This design comes from an exercise in tuning for small area on the open sky130 flow, not from production work. Only simulation tests tie the RTL to the original design; equivalence was not proved.

File: design.v
package gf_pkg;
	parameter int ALPHA = 1;
	parameter int WIN_S = 2 * ALPHA + 1;
	parameter int FRAME_ROWS = 10;
	parameter int FRAME_COLS = 12;
	parameter int ROW_BITS = $clog2(FRAME_ROWS);
	parameter int COL_BITS = $clog2(FRAME_COLS);
	parameter int EPS_TERM = 50;  
	parameter int LSUM_W = 8 + $clog2(WIN_S * FRAME_COLS);
	parameter int LSUM2_W = 16 + $clog2(WIN_S * FRAME_COLS);
	parameter int WSUM_W = 8 + $clog2(WIN_S * WIN_S);
	parameter int WSUM2_W = 16 + $clog2(WIN_S * WIN_S);
	parameter int NUM_W = 2 * WSUM2_W + 2;
	typedef logic [7:0] pix_t;
	typedef logic [15:0] prod_t;
	typedef logic [ROW_BITS-1:0] row_t;
	typedef logic [COL_BITS-1:0] col_t;
	typedef logic [LSUM_W-1:0] lsum_t;
	typedef logic [LSUM2_W-1:0] lsum2_t;
	typedef logic [WSUM_W-1:0] wsum_t;
	typedef logic [WSUM2_W-1:0] wsum2_t;
	typedef logic signed [NUM_W-1:0] num_t;
endpackage
`timescale 1ns/1ns
module pixel_product_stage
(
	input  logic  clk,
	input  logic  rst_n,
	input  logic  in_valid,
	input  gf_pkg::pix_t  pix_i,
	input  gf_pkg::pix_t  pix_p,
	input  gf_pkg::pix_t  old_i,
	input  gf_pkg::pix_t  old_p,
	output logic  prod_valid,
	output gf_pkg::pix_t  new_i,
	output gf_pkg::pix_t  new_p,
	output gf_pkg::pix_t  gone_i,
	output gf_pkg::pix_t  gone_p,
	output gf_pkg::prod_t new_ii,
	output gf_pkg::prod_t new_ip,
	output gf_pkg::prod_t gone_ii,
	output gf_pkg::prod_t gone_ip
);
	always_ff @(posedge clk or negedge rst_n) begin
		if (!rst_n)
			prod_valid <= 1'b0;
		else
			prod_valid <= in_valid;
	end
	always_ff @(posedge clk) begin
		new_i <= pix_i;
		new_p <= pix_p;
		gone_i <= old_i;  
		gone_p <= old_p;
		new_ii <= pix_i * pix_i;
		new_ip <= pix_i * pix_p;
		gone_ii <= old_i * old_i;
		gone_ip <= old_i * old_p;
	end
endmodule
`timescale 1ns/1ns
module banked_line_buffer
#(
	parameter int DATA_W = gf_pkg::LSUM_W
) (
	input  logic              clk,
	input  logic              rst_n,
	input  logic              wen,
	input  gf_pkg::col_t              waddr,
	input  gf_pkg::col_t              raddr_a,
	input  gf_pkg::col_t              raddr_b,
	input  logic [DATA_W-1:0] wdata,
	output logic [DATA_W-1:0] rdata_a,
	output logic [DATA_W-1:0] rdata_b
);
	localparam int BANK_WORDS = (gf_pkg::FRAME_COLS + 1) / 2;
	logic [DATA_W-1:0] bank_mem [2][BANK_WORDS];
	logic [DATA_W-1:0] bank_q [2];
	logic [gf_pkg::COL_BITS-2:0] bank_raddr [2];
	logic a_odd_q;  
	always_comb begin
		for (int b = 0; b < 2; b++) begin
			if (raddr_a[0] == b[0])
				bank_raddr[b] = raddr_a[gf_pkg::COL_BITS-1:1];
			else
				bank_raddr[b] = raddr_b[gf_pkg::COL_BITS-1:1];
		end
	end
	always_ff @(posedge clk or negedge rst_n) begin
		if (!rst_n) begin
			for (int b = 0; b < 2; b++) begin
				for (int w = 0; w < BANK_WORDS; w++)
					bank_mem[b][w] <= '0;
				bank_q[b] <= '0;
			end
			a_odd_q <= 1'b0;
		end else begin
			if (wen)
				bank_mem[waddr[0]][waddr[gf_pkg::COL_BITS-1:1]] <= wdata;
			for (int b = 0; b < 2; b++)
				bank_q[b] <= bank_mem[b][bank_raddr[b]];
			a_odd_q <= raddr_a[0];
		end
	end
	assign rdata_a = a_odd_q ? bank_q[1] : bank_q[0];
	assign rdata_b = a_odd_q ? bank_q[0] : bank_q[1];
endmodule
`timescale 1ns/1ns
module box_sum_engine
#(
	parameter int DATA_W = 8,
	parameter int LINE_W = gf_pkg::LSUM_W
) (
	input  logic                                  clk,
	input  logic                                  rst_n,
	input  logic                                  in_valid,
	input  logic [DATA_W-1:0]                     add_val,  
	input  logic [DATA_W-1:0]                     sub_val,  
	input  logic [LINE_W-1:0]                     line_rd_a,
	input  logic [LINE_W-1:0]                     line_rd_b,
	output logic                                  line_wen,
	output gf_pkg::col_t                                  line_waddr,
	output gf_pkg::col_t                                  line_raddr_a,
	output gf_pkg::col_t                                  line_raddr_b,
	output logic [LINE_W-1:0]                     line_wdata,
	output logic [DATA_W+$clog2(gf_pkg::WIN_S*gf_pkg::WIN_S)-1:0] win_sum,
	output logic                                  win_valid
);
	localparam int SUM_W = DATA_W + $clog2(gf_pkg::WIN_S * gf_pkg::WIN_S);
	gf_pkg::row_t row;
	gf_pkg::col_t col, col_nxt, rd_col;
	logic last_col;
	logic full_win;
	logic [1:0] full_pipe;
	logic [LINE_W-1:0] ii_cur;  
	logic [LINE_W-1:0] above_prev;  
	logic [LINE_W-1:0] left_q, diff_q;
	logic [LINE_W-1:0] ii_next, left_term, up_term, up_left_term, left_val;
	logic [DATA_W-1:0] gone_val;
	assign last_col = (col == gf_pkg::col_t'(gf_pkg::FRAME_COLS - 1));
	assign col_nxt = last_col ? '0 : col + 1'b1;
	assign rd_col = in_valid ? col_nxt : col;
	assign line_raddr_a = rd_col;
	assign line_raddr_b = (rd_col >= gf_pkg::col_t'(gf_pkg::WIN_S)) ? rd_col - gf_pkg::col_t'(gf_pkg::WIN_S)
		: rd_col + gf_pkg::col_t'(gf_pkg::WIN_S);
	assign left_term = (col == '0) ? '0 : ii_cur;
	assign up_term = (row == '0) ? '0 : line_rd_a;
	assign up_left_term = (row == '0 || col == '0) ? '0 : above_prev;
	assign gone_val = (row < gf_pkg::WIN_S) ? '0 : sub_val;
	assign left_val = (col < gf_pkg::WIN_S) ? '0 : line_rd_b;
	assign ii_next = left_term + up_term - up_left_term + add_val - gone_val;
	assign line_wen = in_valid;
	assign line_waddr = col;
	assign line_wdata = ii_next;
	assign full_win = in_valid && row >= gf_pkg::WIN_S - 1 && col >= gf_pkg::WIN_S - 1;
	always_ff @(posedge clk or negedge rst_n) begin
		if (!rst_n) begin
			row <= '0;
			col <= '0;
			full_pipe <= 2'b00;
			win_valid <= 1'b0;
		end else begin
			if (in_valid) begin
				col <= col_nxt;
				if (last_col)
					row <= (row == gf_pkg::row_t'(gf_pkg::FRAME_ROWS - 1)) ? '0 : row + 1'b1;
			end
			full_pipe <= {full_pipe[0], full_win};
			win_valid <= full_pipe[1];
		end
	end
	always_ff @(posedge clk) begin
		if (in_valid) begin
			ii_cur <= ii_next;
			above_prev <= line_rd_a;
			left_q <= left_val;  
		end
		diff_q <= ii_cur - left_q;
		win_sum <= SUM_W'(diff_q);  
	end
endmodule
`timescale 1ns/1ns
module moment_numerator
(
	input  logic   clk,
	input  logic   rst_n,
	input  logic   win_valid,
	input  gf_pkg::wsum_t  sum_i,
	input  gf_pkg::wsum_t  sum_p,
	input  gf_pkg::wsum2_t sum_ii,
	input  gf_pkg::wsum2_t sum_ip,
	output logic   out_valid,
	output gf_pkg::wsum_t  out_sum_i,
	output gf_pkg::wsum_t  out_sum_p,
	output gf_pkg::num_t   var_num,
	output gf_pkg::num_t   cov_num
);
	localparam gf_pkg::num_t AREA = gf_pkg::num_t'(gf_pkg::WIN_S * gf_pkg::WIN_S);  
	gf_pkg::num_t ext_i, ext_p, ext_ii, ext_ip;
	gf_pkg::num_t var_nxt, cov_nxt;
	assign ext_i = gf_pkg::num_t'(sum_i);
	assign ext_p = gf_pkg::num_t'(sum_p);
	assign ext_ii = gf_pkg::num_t'(sum_ii);
	assign ext_ip = gf_pkg::num_t'(sum_ip);
	assign var_nxt = AREA * ext_ii - ext_i * ext_i + gf_pkg::num_t'(gf_pkg::EPS_TERM);
	assign cov_nxt = AREA * ext_ip - ext_i * ext_p;
	always_ff @(posedge clk or negedge rst_n) begin
		if (!rst_n)
			out_valid <= 1'b0;
		else
			out_valid <= win_valid;
	end
	always_ff @(posedge clk) begin
		out_sum_i <= sum_i;
		out_sum_p <= sum_p;
		var_num <= var_nxt;
		cov_num <= cov_nxt;
	end
endmodule
`timescale 1ns/1ns
module guided_stats_top
(
	input  logic  clk,
	input  logic  rst_n,
	input  logic  in_valid,
	input  gf_pkg::pix_t  pix_i,
	input  gf_pkg::pix_t  pix_p,
	input  gf_pkg::pix_t  old_i,
	input  gf_pkg::pix_t  old_p,
	output logic  out_valid,
	output gf_pkg::wsum_t sum_i,
	output gf_pkg::wsum_t sum_p,
	output gf_pkg::num_t  var_num,
	output gf_pkg::num_t  cov_num
);
	logic prod_valid, win_valid;
	gf_pkg::pix_t new_i, new_p, gone_i, gone_p;
	gf_pkg::prod_t new_ii, new_ip, gone_ii, gone_ip;
	gf_pkg::wsum_t win_i, win_p;
	gf_pkg::wsum2_t win_ii, win_ip;
	logic i_wen, p_wen, ii_wen, ip_wen;
	gf_pkg::col_t i_waddr, i_raddr_a, i_raddr_b;
	gf_pkg::col_t p_waddr, p_raddr_a, p_raddr_b;
	gf_pkg::col_t ii_waddr, ii_raddr_a, ii_raddr_b;
	gf_pkg::col_t ip_waddr, ip_raddr_a, ip_raddr_b;
	gf_pkg::lsum_t i_wdata, i_rd_a, i_rd_b;
	gf_pkg::lsum_t p_wdata, p_rd_a, p_rd_b;
	gf_pkg::lsum2_t ii_wdata, ii_rd_a, ii_rd_b;
	gf_pkg::lsum2_t ip_wdata, ip_rd_a, ip_rd_b;
	pixel_product_stage product_stage (
		.clk(clk), .rst_n(rst_n), .in_valid(in_valid),
		.pix_i(pix_i), .pix_p(pix_p), .old_i(old_i), .old_p(old_p),
		.prod_valid(prod_valid), .new_i(new_i), .new_p(new_p), .gone_i(gone_i), .gone_p(gone_p),
		.new_ii(new_ii), .new_ip(new_ip), .gone_ii(gone_ii), .gone_ip(gone_ip)
	);
	box_sum_engine #(.DATA_W(8), .LINE_W(gf_pkg::LSUM_W)) engine_i (
		.clk(clk), .rst_n(rst_n), .in_valid(prod_valid), .add_val(new_i), .sub_val(gone_i),
		.line_rd_a(i_rd_a), .line_rd_b(i_rd_b), .line_wen(i_wen), .line_waddr(i_waddr),
		.line_raddr_a(i_raddr_a), .line_raddr_b(i_raddr_b), .line_wdata(i_wdata),
		.win_sum(win_i), .win_valid(win_valid)
	);
	box_sum_engine #(.DATA_W(8), .LINE_W(gf_pkg::LSUM_W)) engine_p (
		.clk(clk), .rst_n(rst_n), .in_valid(prod_valid), .add_val(new_p), .sub_val(gone_p),
		.line_rd_a(p_rd_a), .line_rd_b(p_rd_b), .line_wen(p_wen), .line_waddr(p_waddr),
		.line_raddr_a(p_raddr_a), .line_raddr_b(p_raddr_b), .line_wdata(p_wdata),
		.win_sum(win_p), .win_valid()
	);
	box_sum_engine #(.DATA_W(16), .LINE_W(gf_pkg::LSUM2_W)) engine_ii (
		.clk(clk), .rst_n(rst_n), .in_valid(prod_valid), .add_val(new_ii), .sub_val(gone_ii),
		.line_rd_a(ii_rd_a), .line_rd_b(ii_rd_b), .line_wen(ii_wen), .line_waddr(ii_waddr),
		.line_raddr_a(ii_raddr_a), .line_raddr_b(ii_raddr_b), .line_wdata(ii_wdata),
		.win_sum(win_ii), .win_valid()
	);
	box_sum_engine #(.DATA_W(16), .LINE_W(gf_pkg::LSUM2_W)) engine_ip (
		.clk(clk), .rst_n(rst_n), .in_valid(prod_valid), .add_val(new_ip), .sub_val(gone_ip),
		.line_rd_a(ip_rd_a), .line_rd_b(ip_rd_b), .line_wen(ip_wen), .line_waddr(ip_waddr),
		.line_raddr_a(ip_raddr_a), .line_raddr_b(ip_raddr_b), .line_wdata(ip_wdata),
		.win_sum(win_ip), .win_valid()
	);
	banked_line_buffer #(.DATA_W(gf_pkg::LSUM_W)) line_i (
		.clk(clk), .rst_n(rst_n), .wen(i_wen), .waddr(i_waddr), .raddr_a(i_raddr_a),
		.raddr_b(i_raddr_b), .wdata(i_wdata), .rdata_a(i_rd_a), .rdata_b(i_rd_b)
	);
	banked_line_buffer #(.DATA_W(gf_pkg::LSUM_W)) line_p (
		.clk(clk), .rst_n(rst_n), .wen(p_wen), .waddr(p_waddr), .raddr_a(p_raddr_a),
		.raddr_b(p_raddr_b), .wdata(p_wdata), .rdata_a(p_rd_a), .rdata_b(p_rd_b)
	);
	banked_line_buffer #(.DATA_W(gf_pkg::LSUM2_W)) line_ii (
		.clk(clk), .rst_n(rst_n), .wen(ii_wen), .waddr(ii_waddr), .raddr_a(ii_raddr_a),
		.raddr_b(ii_raddr_b), .wdata(ii_wdata), .rdata_a(ii_rd_a), .rdata_b(ii_rd_b)
	);
	banked_line_buffer #(.DATA_W(gf_pkg::LSUM2_W)) line_ip (
		.clk(clk), .rst_n(rst_n), .wen(ip_wen), .waddr(ip_waddr), .raddr_a(ip_raddr_a),
		.raddr_b(ip_raddr_b), .wdata(ip_wdata), .rdata_a(ip_rd_a), .rdata_b(ip_rd_b)
	);
	moment_numerator numerator (
		.clk(clk), .rst_n(rst_n), .win_valid(win_valid),
		.sum_i(win_i), .sum_p(win_p), .sum_ii(win_ii), .sum_ip(win_ip),
		.out_valid(out_valid), .out_sum_i(sum_i), .out_sum_p(sum_p),
		.var_num(var_num), .cov_num(cov_num)
	);
endmodule
File: run.sh
#!/bin/bash
# synth_recipe.tcl (not shown) runs the flow's synth.tcl, then flattens the netlist and writes it again
# the make line also repeats each setting of config.mk as NAME=value (left out here)
make -C /OpenROAD-flow-scripts/flow DESIGN_CONFIG=/design/flow/config.mk WORK_HOME=/design/flow/orfs CLKGATE_MAP_FILE= SYNTH_SCRIPT=/design/flow/synth_recipe.tcl finish
File: config.mk
export PLATFORM = sky130hd
export DESIGN_NAME = guided_stats_top
export DESIGN_NICKNAME = guided_stats_top
export VERILOG_FILES = /design/flow/design.v
export SDC_FILE = /design/flow/constraint.sdc
export NUM_CORES = 4
export LEC_CHECK = 0
export CAP_MARGIN = 20
export CORE_MARGIN = 2
export CORE_UTILIZATION = 40
export SLEW_MARGIN = 20
File: constraint.sdc
create_clock -name core_clock -period 10.0 [get_ports {clk}]
set_input_delay 2.0000 -clock core_clock [delete_from_list [all_inputs] [get_ports {clk}]]
set_output_delay 2.0000 -clock core_clock [all_outputs]
set_load 0.01 [all_outputs]
==> out/summary.txt, run 1 <==
STATUS
------------------------------------------------------------------------------------------------------
Status                                                                                    complete, no violations

LOGIC SYNTHESIS
------------------------------------------------------------------------------------------------------
Ranking of synthesized cells by instance count                                            sky130_fd_sc_hd__nand2_1, sky130_fd_sc_hd__dfrtp_1, sky130_fd_sc_hd__o21ai_0, sky130_fd_sc_hd__inv_1, sky130_fd_sc_hd__ha_1
Area share of the largest cell type after synthesis                                              26.0%
Portion of the post-synthesis area used by sequential elements                                   39.7%
Number of enable flip-flop cells after synthesis                                                   192
Post-Syn Instances                                                                               9,426
Share of flip-flops with an asynchronous set or reset                                            64.3%
Library cell with the largest summed area after synthesis                                 sky130_fd_sc_hd__dfrtp_1
Top_reg_cell synth                                                                        sky130_fd_sc_hd__dfrtp_1
Distinct cells, synth                                                                              121
Yosys warnings                                                                                      12
Most instantiated library cell after synthesis                                            sky130_fd_sc_hd__nand2_1
Number of synthesized register bits                                                              1,450
Post-synthesis instance area                                                              0.0898 sq mm
Ranking of synthesized cells by area                                                      sky130_fd_sc_hd__dfrtp_1, sky130_fd_sc_hd__fa_1, sky130_fd_sc_hd__ha_1
Mean post-synth cell area                                                                   9.52 sq um

ROUTE
------------------------------------------------------------------------------------------------------
DRC errors left                                                                                      0
Post-detailed-route count of antenna-violating nets                                                  0
Length of the first detailed-routing pass in iterations                                              7
Via count of the routed design                                                                  68,500
Post-Route WL                                                                               260,000 um
1st-iter DRT viols                                                                               5,779
Vias per cell                                                                                     5.49
Drt wl/cell                                                                                    20.8 um

WORST HOLD PATH
------------------------------------------------------------------------------------------------------
Worst hold path startpoint                                                                engine_p.diff_q[1]$_DFF_P_
Hold Crit Endpoint                                                                        engine_p.win_sum[1]$_DFF_P_
Cell count of the worst hold path                                                                    0
Type of the most critical hold path                                                         reg -> reg

FLOORPLANNING
------------------------------------------------------------------------------------------------------
Num ports                                                                                          144
Initial standard-cell utilization of the core                                                    40.3%
Die X                                                                                           478 um
Placeable core region                                                                      0.223 sq mm
Die Outline Area                                                                           0.228 sq mm
Number of standard-cell rows in the floorplan                                                      173
Y dimension of the die                                                                          478 um

SETUP PATH
------------------------------------------------------------------------------------------------------
Worst Reg2Reg Path Length in Cells                                                                  28
RR Endpoint                                                                               numerator.var_num[24]$_DFF_P_
First element of the critical path                                                        engine_i.win_sum[4]$_DFF_P_
Reg2reg start                                                                             engine_i.win_sum[4]$_DFF_P_
Critical path required time                                                                   10.70 ns
Cell family with the largest share of critical-path delay                                  adder cells
Critical-path top delay cell                                                              sky130_fd_sc_hd__dfxtp_1
Largest fanout on the critical path                                                                 23
Worst path bufs/invs                                                                                 6
R2r setup slk                                                                                  1.67 ns
Critical path endpoint category                                                              flip-flop
CP Class                                                                                    reg -> reg
Signal arrival time at the worst endpoint                                                      9.04 ns
CP max stage delay                                                                             0.93 ns
Kind of launch point of the worst setup path                                                 flip-flop
Crit path top cell by count                                                               sky130_fd_sc_hd__inv_1

CTS
------------------------------------------------------------------------------------------------------
Post CTS Setup Buffer Count                                                                          0
H-tree levels                                                                                        4
Max Buffers Root-to-Sink                                                                             3
Sinks on the clock net                                                                           1,450
Quantity of hold-fixing buffers added after cts                                                      0
Quantity of gates resized following cts                                                              0
Clock transition at the register clock pins on the worst setup and hold paths after CTS        0.06 ns
Insertion delay to the later sink of the worst-skew pair                                       0.85 ns
Clock tree root buffer cell                                                               sky130_fd_sc_hd__clkbuf_16
TritonCTS clock tree                                                                              done
Clock buffer count from CTS                                                                        162

STA
------------------------------------------------------------------------------------------------------
Hold slack final                                                                              0.320 ns
Post-route clock skew                                                                        0.0397 ns
Setup violation total in the final timing report                                                     0
Slew HR                                                                                          17.7%
Min Tclk post-route                                                                            8.33 ns
Setup repair after global routing missed its margin                                              false
Post-route fraction of the period consumed by the critical path                                  83.3%
Achievable Freq                                                                              0.120 GHz
Sum of negative setup slack                                                                       0 ns
Max-slew violations                                                                                  0
Transition time of the tightest slew-check pin                                                 1.23 ns
Count of final hold-check violations                                                                 0

GRT
------------------------------------------------------------------------------------------------------
Grt ovf                                                                                              0
Number of antenna violations at the first check in global routing                                   31
Vias in the first global route                                                                  68,500
Largest net degree at the start of global routing                                                  165
All-layer global routing usage                                                                   22.7%
First-pass GRT wire length                                                                  407,000 um

PLACE
------------------------------------------------------------------------------------------------------
Global placer's final weighted congestion                                                        0.890
Final HPWL from detailed placement                                                          180,000 um
Port Buffers                                                                                       143

FINISH
------------------------------------------------------------------------------------------------------
Area growth from synthesis to final layout                                                       11.1%
Fraction of layout instances using a drive strength above 1                                      8.08%
Number of nets in the layout                                                                    10,400
Fillers                                                                                         21,100

FLOW RUN
------------------------------------------------------------------------------------------------------
Max-capacitance violation count                                                                      0

==> cells by family (layout without fill, tap and decap cells) <==
kind of cell    count (synthesis)  after routing  synth area share, %
compound gates               2067           2067                 14.2
buf+inv                      1265           1328                 5.57
simple gates                 2933           2933                 14.6
fa+ha+maj                    1032           1032                 18.3
other cells                     1             19              0.00418
mux                           395            395                 4.99
flops                        1450           1450                 39.7
xor+xnor                      283            283                 2.76
==> worst max path at each step <==
stage | end | slack, ns | cells past startpoint
finish | numerator.var_num[24]$_DFF_P_ | 1.67 | 28
global route | numerator.var_num[24]$_DFF_P_ | 1.11 | 28
CTS | numerator.var_num[24]$_DFF_P_ | 1.79 | 28
detailed placement | numerator.var_num[24]$_DFF_P_ | 1.84 | 26
global placement | numerator.var_num[24]$_DFF_P_ | 1.94 | 28
floorplan | line_ip.bank_q[1][11]$_DFF_PN0_ | 1.45 | 23
==> cell type report <==
type	instances	area, sq um	share of cell area [%]
multi-input cells	6711	49400	49.5
flip-flops and latches	1450	35600	35.7
clock buffers	241	4870	4.88
well taps	2975	3720	3.73
inverters	752	2820	2.83
repair buffers	277	2530	2.54
clock inverters	58	717	0.719
diodes	18	45.0	0.0452
==> metrics by stage <==
stage | instances | area (sq um) | util, % | setup slack (ns)
global placement | 12200 | 93900 | 42.2 | 1.94
CTS | 12500 | 99600 | 44.7 | 1.79
detailed placement | 12200 | 94000 | 42.2 | 1.84
finish | 12500 | 99800 | 44.8 | 1.67
global route | 12500 | 99800 | 44.8 | 1.11
floorplan | 9426 | 89800 | - | 1.45
==> metal layers <==
metal	vias to the layer above	track usage, %	routed length, um
met4	2	9.43	10500
met5	-	0	13
met2	2315	36.6	120000
li1	31800	-	-
met1	33800	30.5	113000
met3	523	3.31	16700
==> layout by cell type, fill, tap and decap left out, types with 142 or more instances in the layout <==
cell type / netlist / routed
sky130_fd_sc_hd__a21oi_1: 405 / 404
sky130_fd_sc_hd__and2_1: 296 / 296
sky130_fd_sc_hd__clkbuf_16: 0 / 171
sky130_fd_sc_hd__clkdlybuf4s50_1: 0 / 142
sky130_fd_sc_hd__dfrtp_1: 933 / 930
sky130_fd_sc_hd__dfxtp_1: 325 / 324
sky130_fd_sc_hd__edfxtp_1: 192 / 192
sky130_fd_sc_hd__fa_1: 466 / 466
sky130_fd_sc_hd__ha_1: 564 / 562
sky130_fd_sc_hd__inv_1: 740 / 740
sky130_fd_sc_hd__mux2_2: 225 / 225
sky130_fd_sc_hd__mux2i_1: 145 / 142
sky130_fd_sc_hd__nand2_1: 1561 / 1555
sky130_fd_sc_hd__nand3_1: 186 / 184
sky130_fd_sc_hd__nor2_1: 465 / 463
sky130_fd_sc_hd__o21ai_0: 890 / 889
sky130_fd_sc_hd__xnor2_1: 203 / 193
==> sequential cells by signal, indices dropped and copies added (netlist names), 24 cells and up <==
name               flops
numerator.var_num     41
line_p.bank_mem      144
numerator.cov_num     40
line_ii.bank_q        40
line_ip.bank_q        40
line_i.bank_q         24
line_ip.bank_mem     240
line_p.bank_q         24
line_i.bank_mem      144
line_ii.bank_mem     240
==> run 2, diff against run 1 <==
==> design.v (replaced) <==
`timescale 1ns/1ns
module guided_stats_top
(
	input  logic        clk,
	input  logic        rst_n,
	input  logic        in_valid,
	input  logic [7:0]  pix_i,
	input  logic [7:0]  pix_p,
	input  logic [7:0]  old_i,
	input  logic [7:0]  old_p,
	output logic        out_valid,
	output logic [11:0] sum_i,
	output logic [11:0] sum_p,
	output logic [41:0] var_num,
	output logic [41:0] cov_num
);
	logic [3:0] row, col;
	logic last_col, full_win;
	assign last_col = (col == 4'd11);
	assign full_win = (row >= 4'd2) && (col >= 4'd2);
	always_ff @(posedge clk or negedge rst_n) begin
		if (!rst_n) begin
			row <= '0;
			col <= '0;
			out_valid <= 1'b0;
		end else begin
			if (in_valid) begin
				col <= last_col ? 4'd0 : col + 4'd1;
				if (last_col)
					row <= (row == 4'd9) ? 4'd0 : row + 4'd1;
			end
			out_valid <= in_valid && full_win;
		end
	end
	logic [7:0] lb_i [24];
	logic [7:0] lb_p [24];
	always_ff @(posedge clk) begin
		if (in_valid) begin
			lb_i[0] <= pix_i;
			lb_p[0] <= pix_p;
			for (int k = 1; k < 24; k++) begin
				lb_i[k] <= lb_i[k-1];
				lb_p[k] <= lb_p[k-1];
			end
		end
	end
	logic [7:0] i1, i2, p1, p2;
	logic [9:0] vs_i, vs_p;
	logic [17:0] vs_ii, vs_ip;
	assign i1 = lb_i[11];
	assign i2 = lb_i[23];
	assign p1 = lb_p[11];
	assign p2 = lb_p[23];
	assign vs_i = 10'(pix_i) + 10'(i1) + 10'(i2);
	assign vs_p = 10'(pix_p) + 10'(p1) + 10'(p2);
	assign vs_ii = 18'(pix_i * pix_i) + 18'(i1 * i1) + 18'(i2 * i2);
	assign vs_ip = 18'(pix_i * pix_p) + 18'(i1 * p1) + 18'(i2 * p2);
	logic [9:0] h1_i, h2_i, h1_p, h2_p;
	logic [17:0] h1_ii, h2_ii, h1_ip, h2_ip;
	always_ff @(posedge clk) begin
		if (in_valid) begin
			h1_i <= vs_i;   h2_i <= h1_i;
			h1_p <= vs_p;   h2_p <= h1_p;
			h1_ii <= vs_ii; h2_ii <= h1_ii;
			h1_ip <= vs_ip; h2_ip <= h1_ip;
		end
	end
	logic [11:0] w_i, w_p;
	logic [19:0] w_ii, w_ip;
	always_ff @(posedge clk) begin
		w_i <= 12'(vs_i) + 12'(h1_i) + 12'(h2_i);
		w_p <= 12'(vs_p) + 12'(h1_p) + 12'(h2_p);
		w_ii <= 20'(vs_ii) + 20'(h1_ii) + 20'(h2_ii);
		w_ip <= 20'(vs_ip) + 20'(h1_ip) + 20'(h2_ip);
	end
	logic [21:0] var_s, cov_s;
	assign var_s = 22'(w_ii) * 22'd9 - 22'(w_i) * 22'(w_i) + 22'd50;
	assign cov_s = 22'(w_ip) * 22'd9 - 22'(w_i) * 22'(w_p);
	assign sum_i = w_i;
	assign sum_p = w_p;
	assign var_num = {20'd0, var_s};
	assign cov_num = {{20{cov_s[21]}}, cov_s};
endmodule
==> out/summary.txt, run 2 <==
STATUS
------------------------------------------------------------------------------------------------------
Status                                                                                    complete, no violations   unchanged

WORST HOLD PATH
------------------------------------------------------------------------------------------------------
Worst hold path startpoint                                                                lb_p[21][3]$_DFFE_PP_   was engine_p.diff_q[1]$_DFF_P_
Cell count of the worst hold path                                                                    0   unchanged
Type of the most critical hold path                                                         reg -> reg   unchanged
Hold Crit Endpoint                                                                        lb_p[22][3]$_DFFE_PP_   was engine_p.win_sum[1]$_DFF_P_

GRT
------------------------------------------------------------------------------------------------------
GRT busiest layer                                                                                 met2   unchanged
Met2 GRT Util                                                                                    25.2%   was 36.6%
First-pass GRT wire length                                                                  141,000 um   was 407,000 um
Largest net degree at the start of global routing                                                  163   was 165
Grt ovf                                                                                              0   unchanged
All-layer global routing usage                                                                   15.2%   was 22.7%
GRT met3 Usage                                                                                   1.63%   was 3.31%
Global Route met1 Usage                                                                          21.7%   was 30.5%
Number of antenna violations at the first check in global routing                                    4   was 31
Vias in the first global route                                                                  27,100   was 68,500

FLOW RUN
------------------------------------------------------------------------------------------------------
Max-capacitance violation count                                                                      0   unchanged

FLOORPLANNING
------------------------------------------------------------------------------------------------------
Num ports                                                                                          144   unchanged
Initial standard-cell utilization of the core                                                    40.3%   about the same
Y dimension of the die                                                                          340 um   was 478 um
Placeable core region                                                                      0.112 sq mm   was 0.223 sq mm
Die Outline Area                                                                           0.116 sq mm   was 0.228 sq mm
Number of standard-cell rows in the floorplan                                                      123   was 173
Die X                                                                                           340 um   was 478 um

PLACE
------------------------------------------------------------------------------------------------------
Final HPWL from detailed placement                                                           67,200 um   was 180,000 um
Standard cell area after detailed placement                                               0.0491 sq mm   was 0.0940 sq mm
Port Buffers                                                                                       107   was 143
Worst slack after detailed placement                                                         -0.331 ns   was 1.84 ns
Global placer's final weighted congestion                                                        0.812   was 0.890

STA
------------------------------------------------------------------------------------------------------
Max-slew violations                                                                                  0   unchanged
Worst setup margin                                                                            0.365 ns   was 1.67 ns
Post-route fraction of the period consumed by the critical path                                  96.3%   was 83.3%
Transition time of the tightest slew-check pin                                                 1.01 ns   was 1.23 ns
Post-route clock skew                                                                        0.0105 ns   was 0.0397 ns
Setup violation total in the final timing report                                                     0   unchanged
Count of final hold-check violations                                                                 0   unchanged
Slew HR                                                                                          32.6%   was 17.7%
Min Tclk post-route                                                                            9.63 ns   was 8.33 ns
Setup repair after global routing missed its margin                                               true   was false
Achievable Freq                                                                              0.104 GHz   was 0.120 GHz

LOGIC SYNTHESIS
------------------------------------------------------------------------------------------------------
Yosys warnings                                                                                       3   was 12
Area share of the largest cell type after synthesis                                              32.8%   was 26.0%
Ranking of synthesized cells by instance count                                            sky130_fd_sc_hd__inv_1, sky130_fd_sc_hd__fa_1, sky130_fd_sc_hd__edfxtp_1, sky130_fd_sc_hd__ha_1, sky130_fd_sc_hd__and2_1   was sky130_fd_sc_hd__nand2_1, sky130_fd_sc_hd__dfrtp_1, sky130_fd_sc_hd__o21ai_0, sky130_fd_sc_hd__inv_1, sky130_fd_sc_hd__ha_1
Post-synthesis instance area                                                              0.0452 sq mm   was 0.0898 sq mm
Largest family of logic cells by synthesized area                                          adder cells   unchanged
Simple-Gate Fraction of Synth Area                                                               8.17%   was 14.6%
Xor and xnor fraction of the mapped netlist area                                                 2.69%   was 2.76%
Library cell with the largest summed area after synthesis                                 sky130_fd_sc_hd__edfxtp_1   was sky130_fd_sc_hd__dfrtp_1
Mux contribution to synthesized area                                                           0.0912%   was 4.99%
Adder-cell area share of the yosys netlist                                                       38.9%   was 18.3%
Distinct cells, synth                                                                               73   was 121
Number of enable flip-flop cells after synthesis                                                   494   was 192
Number of synthesized register bits                                                                567   was 1,450
Fraction of the mapped netlist area in compound gates                                            4.23%   was 14.2%
Ranking of synthesized cells by area                                                      sky130_fd_sc_hd__edfxtp_1, sky130_fd_sc_hd__fa_1, sky130_fd_sc_hd__ha_1   was sky130_fd_sc_hd__dfrtp_1, sky130_fd_sc_hd__fa_1, sky130_fd_sc_hd__ha_1
Top_reg_cell synth                                                                        sky130_fd_sc_hd__edfxtp_1   was sky130_fd_sc_hd__dfrtp_1
Portion of the post-synthesis area used by sequential elements                                   36.1%   was 39.7%
Mean post-synth cell area                                                                   11.7 sq um   was 9.52 sq um
Most instantiated library cell after synthesis                                            sky130_fd_sc_hd__inv_1   was sky130_fd_sc_hd__nand2_1
Share of flip-flops with an asynchronous set or reset                                            1.59%   was 64.3%
Post-Syn Instances                                                                               3,870   was 9,426

CTS
------------------------------------------------------------------------------------------------------
H-tree levels                                                                                        2   was 4
Clock buffer count from CTS                                                                         60   was 162
Quantity of hold-fixing buffers added after cts                                                      0   unchanged
Sinks on the clock net                                                                             567   was 1,450
Quantity of gates resized following cts                                                              0   unchanged
Clock tree root buffer cell                                                               sky130_fd_sc_hd__clkbuf_16   unchanged
TritonCTS clock tree                                                                              done   unchanged
Max Buffers Root-to-Sink                                                                             3   unchanged
Insertion delay to the later sink of the worst-skew pair                                       0.63 ns   was 0.85 ns
Post CTS Setup Buffer Count                                                                          0   unchanged
Clock transition at the register clock pins on the worst setup and hold paths after CTS        0.06 ns   about the same

SETUP PATH
------------------------------------------------------------------------------------------------------
Critical path endpoint category                                                              flip-flop   unchanged
Reg2reg start                                                                             lb_i[23][6]$_DFFE_PP_   was engine_i.win_sum[4]$_DFF_P_
Worst Reg2Reg Path Length in Cells                                                                  29   was 28
Critical path required time                                                                   10.56 ns   was 10.70 ns
Critical-path top delay cell                                                              sky130_fd_sc_hd__clkdlybuf4s50_1   was sky130_fd_sc_hd__dfxtp_1
CP Class                                                                                     in -> reg   was reg -> reg
R2r setup slk                                                                                  1.62 ns   was 1.67 ns
Largest fanout on the critical path                                                                 13   was 23
Kind of launch point of the worst setup path                                                input port   was flip-flop
RR Endpoint                                                                               w_ii[18]$_DFF_P_   was numerator.var_num[24]$_DFF_P_
CP max stage delay                                                                             0.51 ns   was 0.93 ns
Crit path top cell by count                                                               sky130_fd_sc_hd__fa_1   was sky130_fd_sc_hd__inv_1
Signal arrival time at the worst endpoint                                                     10.19 ns   was 9.04 ns

ROUTE
------------------------------------------------------------------------------------------------------
Post-Route WL                                                                                85,700 um   was 260,000 um
Drt wl/cell                                                                                    15.1 um   was 20.8 um
Via count of the routed design                                                                  25,800   was 68,500
Vias per cell                                                                                     4.55   was 5.49
1st-iter DRT viols                                                                               1,191   was 5,779
Length of the first detailed-routing pass in iterations                                              8   was 7
Post-detailed-route count of antenna-violating nets                                                  0   unchanged
DRC errors left                                                                                      0   unchanged

FINISH
------------------------------------------------------------------------------------------------------
Fraction of layout instances using a drive strength above 1                                      6.94%   was 8.08%
Top library cells by usage in the layout, fill and taps aside                             sky130_fd_sc_hd__inv_1, sky130_fd_sc_hd__fa_1, sky130_fd_sc_hd__edfxtp_1   was sky130_fd_sc_hd__nand2_1, sky130_fd_sc_hd__dfrtp_1, sky130_fd_sc_hd__o21ai_0
Post-Route Utilization                                                                           45.4%   was 44.8%
Commonest non-fill, non-tap cell in the layout                                            sky130_fd_sc_hd__inv_1   was sky130_fd_sc_hd__nand2_1
Number of nets in the layout                                                                     5,183   was 10,400
Antenna Diode Count                                                                                  0   was 18
Area growth from synthesis to final layout                                                       12.8%   was 11.1%
Fin area                                                                                  0.0510 sq mm   was 0.0998 sq mm
Biggest regs                                                                              lb_i: 192 flops, lb_p: 192 flops   was line_ii.bank_mem: 240 flops, line_ip.bank_mem: 240 flops

-- run 2: changes by cell type after synthesis, sizes merged, moves of 261 or more --
cell	previous run	this run
clkbuf	378	66
a21oi	407	92
dfxtp	325	64
o21ai	907	51
nand2	1565	177
nor2	470	77
dfrtp	933	9
edfxtp	192	494
inv	746	1039
-- run 2: cell type report --
cell class	count	area [sq um]
clock inverter	36	388
fill	10400	61300
inverter	1039	3900
tap	1500	1880
multi-input combinational	2177	24500
clock buffer	74	1560
sequential	567	16300
timing repair buffer	273	2410
-- run 2: routing by layer --
| layer | share of wire [%] | vias up |
|---|---|---|
| met3 | 3.2 | 97 |
| met2 | 47 | 359 |
| li1 | - | 12400 |
| met1 | 48 | 13000 |
| met5 | 0 | - |
| met4 | 1.9 | 0 |
-- run 2: how the worst max path moves through the flow --
stage,slack (ns),cells after the start,end,start
floorplan,0.59,31,w_ii[18]$_DFF_P_,pix_i[3]
global placement,-0.28,32,w_ii[18]$_DFF_P_,pix_i[3]
global route,-0.01,34,w_ip[16]$_DFF_P_,pix_i[3]
detailed placement,-0.33,32,w_ii[18]$_DFF_P_,pix_i[3]
finish,0.37,30,w_ip[18]$_DFF_P_,pix_i[3]
CTS,0.28,19,cov_num[24],w_i[6]$_DFF_P_
-- run 2: kinds of logic (layout without fill, tap and decap cells) --
family          after synthesis  after routing
flops                       567            567
fa+ha+maj                  1030           1030
compound gates              289            289
simple gates                695            695
xor+xnor                    139            139
other cells                   1             20
mux                           4              4
buf+inv                    1145           1422
-- run 2: stage by stage --
| step | TNS, ns | cells | hold slack (ns) |
|---|---|---|---|
| 2_1_floorplan | 0 | 3889 | 0.400 |
| 3_3_place_gp | -1.70 | 5556 | 0.400 |
| 3_5_place_dp | -2.24 | 5556 | 0.405 |
| 4_1_cts | 0 | 5666 | 0.409 |
| 5_1_grt | -0.0185 | 5666 | 0.417 |
| 6_report | 0 | 5666 | 0.409 |
-- run 2: worst max-delay path: cells and delay by family --
family	cells	cell delay [ns]
compound gates	6	1.33
xor+xnor	2	0.31
fa+ha+maj	10	4.49
buf+inv	9	1.50
simple gates	3	0.55

## re-timing with driven ports
The flow's constraints put no driver on any port. The routed layouts listed below were extracted and timed again, unchanged, in two steps.
Step 1 sets driving cells, clkbuf_16 on the clock port and buf_2 on the other inputs (assumed; they add their load-dependent delay and slew).
Step 2 also shifts input and output timing later by t, the mid clock arrival at the registers, as if the neighbouring blocks saw the same clock.
Slacks: ideal / step 1 / step 2; pairs: ideal / step 1.
| run | t (ns) | setup slack, ns | worst setup path after step 2 | latest minus earliest clock arrival (ns) | worst data-port slew with drivers (ns) |
|---|---|---|---|---|---|
| run 1 | 0.911 | 1.666 / 1.666 / 1.666 | register to register | 0.051 / 0.051 | 0.21 |
| run 2 | 0.691 | 0.365 / 0.360 / -0.331 | input to register | 0.011 / 0.011 | 0.14 |
With both steps, setup timing fails in run 2, where it was met with ideal ports. For run 2, which loses most, drivers alone change the setup slack by -0.005 ns; drivers and shift together by -0.696 ns.
